Context: an optimization exercise on an open-source flow, tuned for small area, a short achievable clock period and few clock cycles per item. The choices shown serve that exercise and are no tape-out recipe.
Where RTL was checked, it was by simulation tests only, not by an equivalence proof against the original.
No driver is modelled on the clock port, so clock power and skew are understated where the tree is cut down; a real chip needs a root buffer or a tree.
No activity file was given, so power comes from the tool's default toggle rates.

==> flow/design.v <==
`timescale 1ns/10ps
`default_nettype none
module wr_req_merge_top (
  input  wire                                        clk,
  input  wire                                        rst_n,
  input  wire [5-1:0]                    req_en,
  input  wire [5*32-1:0] req_data,
  output logic [5-1:0]                   req_avail_in,
  input  wire                                        avail_out,
  output logic                                       out_en,
  output logic [32-1:0]              out_data
);
  localparam int P = 5;
  localparam int DW = 32;
  localparam int BL = 4;
  logic [DW-1:0] slot [0:P*BL-1];
  logic [P*(BL+1)-1:0] cnt;   
  logic [P*BL-1:0] wp;        
  logic [P*BL-1:0] le;        
  logic [P-1:0] we;
  logic [P-1:0] full;
  logic av_r;
  logic active;               
  logic [P-1:0] cur;          
  logic [BL-1:0] widx;        
  logic [P*BL-1:0] sel;       
  logic [P-1:0] nxt;          
  logic nv;
  logic [P-1:0] rr;           
  logic [P-1:0] cand;
  logic [P-1:0] pick;
  logic any;
  logic send;
  logic last;
  logic load;
  assign cand = full & ~(cur & {P{active}}) & ~(nxt & {P{nv}});
  assign any = |cand;
  always_comb begin
    logic found;
    pick = '0;
    found = 1'b0;
    for (int k = 0; k < P; k++) begin
      for (int i = 0; i < P; i++) begin
        if (rr[k] && !found && cand[(k + i) % P]) begin
          pick[(k + i) % P] = 1'b1;
          found = 1'b1;
        end
      end
    end
  end
  assign send = av_r && active;
  assign last = send && widx[BL-1];
  assign load = last || !active;
  for (genvar i = 0; i < P; i++) begin : gen_sel
    assign sel[BL*i +: BL] = widx & {BL{cur[i]}};
  end
  always_ff @(posedge clk or negedge rst_n) begin
    if (!rst_n) begin
      av_r <= 1'b0;
      active <= 1'b0;
      cur <= '0;
      widx <= BL'(1);
      nxt <= '0;
      nv <= 1'b0;
      rr <= P'(1);
      out_en <= 1'b0;
    end else begin
      av_r <= avail_out;
      out_en <= send;
      if (load) begin
        cur <= nv ? nxt : pick;
        active <= nv || any;
        widx <= BL'(1);
      end else if (send) begin
        widx <= {widx[BL-2:0], widx[BL-1]};
      end
      if (!load && !nv) begin
        nxt <= pick;
        nv <= any;
      end else if (load) begin
        nv <= 1'b0;
      end
      if (!nv && any) begin
        rr <= {pick[P-2:0], pick[P-1]};
      end
    end
  end
  for (genvar i = 0; i < P; i++) begin : gen_client
    logic [BL-1:0] wpi;
    logic [BL-1:0] wpx;
    logic [BL:0] ci;
    logic rdi;
    logic fulln;
    assign wpi = wp[BL*i +: BL];
    assign ci = cnt[(BL+1)*i +: BL+1];
    assign we[i] = req_en[i];
    assign rdi = send && cur[i];
    assign wpx = we[i] ? {wpi[BL-2:0], wpi[BL-1]} : wpi;
    assign fulln = !rdi && (we[i] ? ci[BL-1] : ci[BL]);
    assign full[i] = ci[BL];
    assign le[BL*i +: BL] = wpi & {BL{!ci[BL]}};
    for (genvar j = 0; j < BL; j++) begin : gen_slot
      always_ff @(posedge clk) begin
        if (le[BL*i+j]) begin
          slot[BL*i+j] <= req_data[DW*i +: DW];
        end
      end
    end
    always_ff @(posedge clk or negedge rst_n) begin
      if (!rst_n) begin
        cnt[(BL+1)*i +: BL+1] <= (BL+1)'(1);
        wp[BL*i +: BL] <= BL'(1);
        req_avail_in[i] <= 1'b0;
      end else begin
        if (we[i] && !rdi) begin
          cnt[(BL+1)*i +: BL+1] <= {ci[BL-1:0], 1'b0};
        end else if (rdi && !we[i]) begin
          cnt[(BL+1)*i +: BL+1] <= {1'b0, ci[BL:1]};
        end
        wp[BL*i +: BL] <= wpx;
        req_avail_in[i] <= !fulln;
      end
    end
  end
  always_ff @(posedge clk) begin
    logic [DW-1:0] d;
    d = '0;
    for (int k = 0; k < P*BL; k++) begin
      d = d | (slot[k] & {DW{sel[k]}});
    end
    out_data <= d;
  end
endmodule
`default_nettype wire
clock: 5.5 ns
lec_check: 0
cap_margin: 20
core_margin: 2
core_utilization: 70
setup_slack_margin: 3.5
slew_margin: 20
standard.sh (not shown) runs the stock make flow with config.mk's settings and CLKGATE_MAP_FILE= SYNTH_SCRIPT=/design/flow/synth_recipe.tcl, a recipe that flattens the netlist after the stock synthesis.
==> flow/flow/run.sh <==
#!/bin/bash
set -euo pipefail
here=$(cd "$(dirname "${BASH_SOURCE[0]}")" && pwd)
export CTS_ARGS="-sink_clustering_enable -repair_clock_nets -dont_use_dummy_load -sink_clustering_size 30 -sink_clustering_max_diameter 60 -buf_list sky130_fd_sc_hd__clkbuf_16"
export POST_CTS_TCL="$here/collapse_root.tcl"
export BUFFER_PORTS_ARGS="-buffer_cell sky130_fd_sc_hd__buf_2"
bash standard.sh > standard_flow.log 2>&1
==> flow/flow/collapse_root.tcl <==
set block [ord::get_db_block]
set clk_net [[$block findBTerm clk] getNet]
set loads {}
foreach it [$clk_net getITerms] {
  if {[[$it getMTerm] getIoType] eq "INPUT"} { lappend loads $it }
}
if {[llength $loads] == 1} {
  set root [[lindex $loads 0] getInst]
  set root_net ""
  foreach it [$root getITerms] {
    if {[[$it getMTerm] getIoType] eq "OUTPUT"} { set root_net [$it getNet] }
  }
  set outs {}
  foreach it [$root_net getITerms] {
    if {[[$it getMTerm] getIoType] eq "INPUT"} { lappend outs $it }
  }
  if {[string match *clkbuf* [[$root getMaster] getName]] && [llength $outs] <= 4} {
    puts "collapse_root: [$root getName] drove [llength $outs] cells; the clock port drives them now"
    foreach it $outs {
      $it disconnect
      $it connect $clk_net
    }
    odb::dbInst_destroy $root
    odb::dbNet_destroy $root_net
  } else {
    puts "collapse_root: root [$root getName] drives [llength $outs] cells; tree kept"
  }
}
Change:
--- a/flow/design.v
+++ b/flow/design.v
@@ -13,10 +13,10 @@
   localparam int P = 5;
   localparam int DW = 32;
   localparam int BL = 4;
   logic [DW-1:0] slot [0:P*BL-1];
-  logic [P*(BL+1)-1:0] cnt;   
-  logic [P*BL-1:0] wp;        
+  logic [P*3-1:0] cnt;        
+  logic [P*2-1:0] wp;         
   logic [P*BL-1:0] le;        
   logic [P-1:0] we;
   logic [P-1:0] full;
   logic av_r;
@@ -29,13 +29,26 @@
   logic [P-1:0] rr;           
   logic [P-1:0] cand;
   logic [P-1:0] pick;
   logic any;
+  logic [P-1:0] almost;       
+  logic [P-1:0] cand_idle;
+  logic [P-1:0] pick_idle;
   logic send;
   logic last;
   logic load;
   assign cand = full & ~(cur & {P{active}}) & ~(nxt & {P{nv}});
   assign any = |cand;
+  assign cand_idle = full | (almost & req_en);
+  always_comb begin
+    pick_idle = '0;
+    for (int i = P - 1; i >= 0; i--) begin
+      if (cand_idle[i]) begin
+        pick_idle = '0;
+        pick_idle[i] = 1'b1;
+      end
+    end
+  end
   always_comb begin
     logic found;
     pick = '0;
     found = 1'b0;
@@ -66,9 +79,13 @@
       out_en <= 1'b0;
     end else begin
       av_r <= avail_out;
       out_en <= send;
-      if (load) begin
+      if (!active) begin
+        cur <= pick_idle;
+        active <= |cand_idle;
+        widx <= BL'(1);
+      end else if (last) begin
         cur <= nv ? nxt : pick;
         active <= nv || any;
         widx <= BL'(1);
       end else if (send) begin
@@ -79,27 +96,30 @@
         nv <= any;
       end else if (load) begin
         nv <= 1'b0;
       end
-      if (!nv && any) begin
+      if (active && !nv && any) begin
         rr <= {pick[P-2:0], pick[P-1]};
       end
     end
   end
   for (genvar i = 0; i < P; i++) begin : gen_client
-    logic [BL-1:0] wpi;
-    logic [BL-1:0] wpx;
-    logic [BL:0] ci;
+    logic [1:0] wpi;
+    logic [1:0] wpx;
+    logic [2:0] ci;
     logic rdi;
     logic fulln;
-    assign wpi = wp[BL*i +: BL];
-    assign ci = cnt[(BL+1)*i +: BL+1];
+    assign wpi = wp[2*i +: 2];
+    assign ci = cnt[3*i +: 3];
     assign we[i] = req_en[i];
     assign rdi = send && cur[i];
-    assign wpx = we[i] ? {wpi[BL-2:0], wpi[BL-1]} : wpi;
-    assign fulln = !rdi && (we[i] ? ci[BL-1] : ci[BL]);
-    assign full[i] = ci[BL];
-    assign le[BL*i +: BL] = wpi & {BL{!ci[BL]}};
+    assign wpx = wpi + {1'b0, we[i]};
+    assign fulln = !rdi && (we[i] ? (ci == 3'd3) : ci[2]);
+    assign full[i] = ci[2];
+    assign almost[i] = (ci == 3'd3);
+    for (genvar j = 0; j < BL; j++) begin : gen_le
+      assign le[BL*i+j] = (wpi == 2'(j)) && !ci[2];
+    end
     for (genvar j = 0; j < BL; j++) begin : gen_slot
       always_ff @(posedge clk) begin
         if (le[BL*i+j]) begin
           slot[BL*i+j] <= req_data[DW*i +: DW];
@@ -107,18 +127,18 @@
       end
     end
     always_ff @(posedge clk or negedge rst_n) begin
       if (!rst_n) begin
-        cnt[(BL+1)*i +: BL+1] <= (BL+1)'(1);
-        wp[BL*i +: BL] <= BL'(1);
+        cnt[3*i +: 3] <= '0;
+        wp[2*i +: 2] <= '0;
         req_avail_in[i] <= 1'b0;
       end else begin
         if (we[i] && !rdi) begin
-          cnt[(BL+1)*i +: BL+1] <= {ci[BL-1:0], 1'b0};
+          cnt[3*i +: 3] <= ci + 3'd1;
         end else if (rdi && !we[i]) begin
-          cnt[(BL+1)*i +: BL+1] <= {1'b0, ci[BL:1]};
+          cnt[3*i +: 3] <= ci - 3'd1;
         end
-        wp[BL*i +: BL] <= wpx;
+        wp[2*i +: 2] <= wpx;
         req_avail_in[i] <= !fulln;
       end
     end
   end
Effect: The changed run finished with timing, DRC and antenna clean. Worst setup slack is worse by 0.019 ns. Clock-buffer cell count is unchanged. Flip-flop and latch count is lower by 20. Sequential power is higher by a quarter to a third. Register-to-register slack barely changes. Die area is lower by a few percent. Total power is higher by well over a third. Sequential share of layout area is lower by 0.90 points.
Testbench counts after the change, summed over its fixed seeds: cycles 11,814, items 9,752.
Only the layout flow was run in the first run of this note; the RTL was not checked for function there.

-- static timing again, ports no longer ideal --
How much do the figures lean on ideal ports? The routed layouts below were timed once more, with nothing changed but the port constraints. Step 1: set_driving_cell puts a clkbuf_16 on clk and a buf_2 on each other input, an assumption about the parent block. Step 2 also shifts input and output timing later by t, the mid clock arrival at the registers, as if the neighbouring blocks saw the same clock. a / b / c = no drivers / after step 1 / after step 2; a / b = the first two.
run	t, ns	slack for setup (ns)	hold slack, ns	clock arrival spread, ns	worst data-port slew with drivers (ns)
the first run	0.480	3.504 / 3.395 / 3.472	0.478 / 0.478 / 0.478	0.056 / 0.055	0.11
the second run	0.498	3.485 / 3.364 / 3.173	0.477 / 0.477 / 0.477	0.059 / 0.059	0.10
After both steps setup and hold are still met in every run listed. For the second run, which loses most, drivers alone change the setup slack by -0.121 ns; drivers and shift together by -0.312 ns.
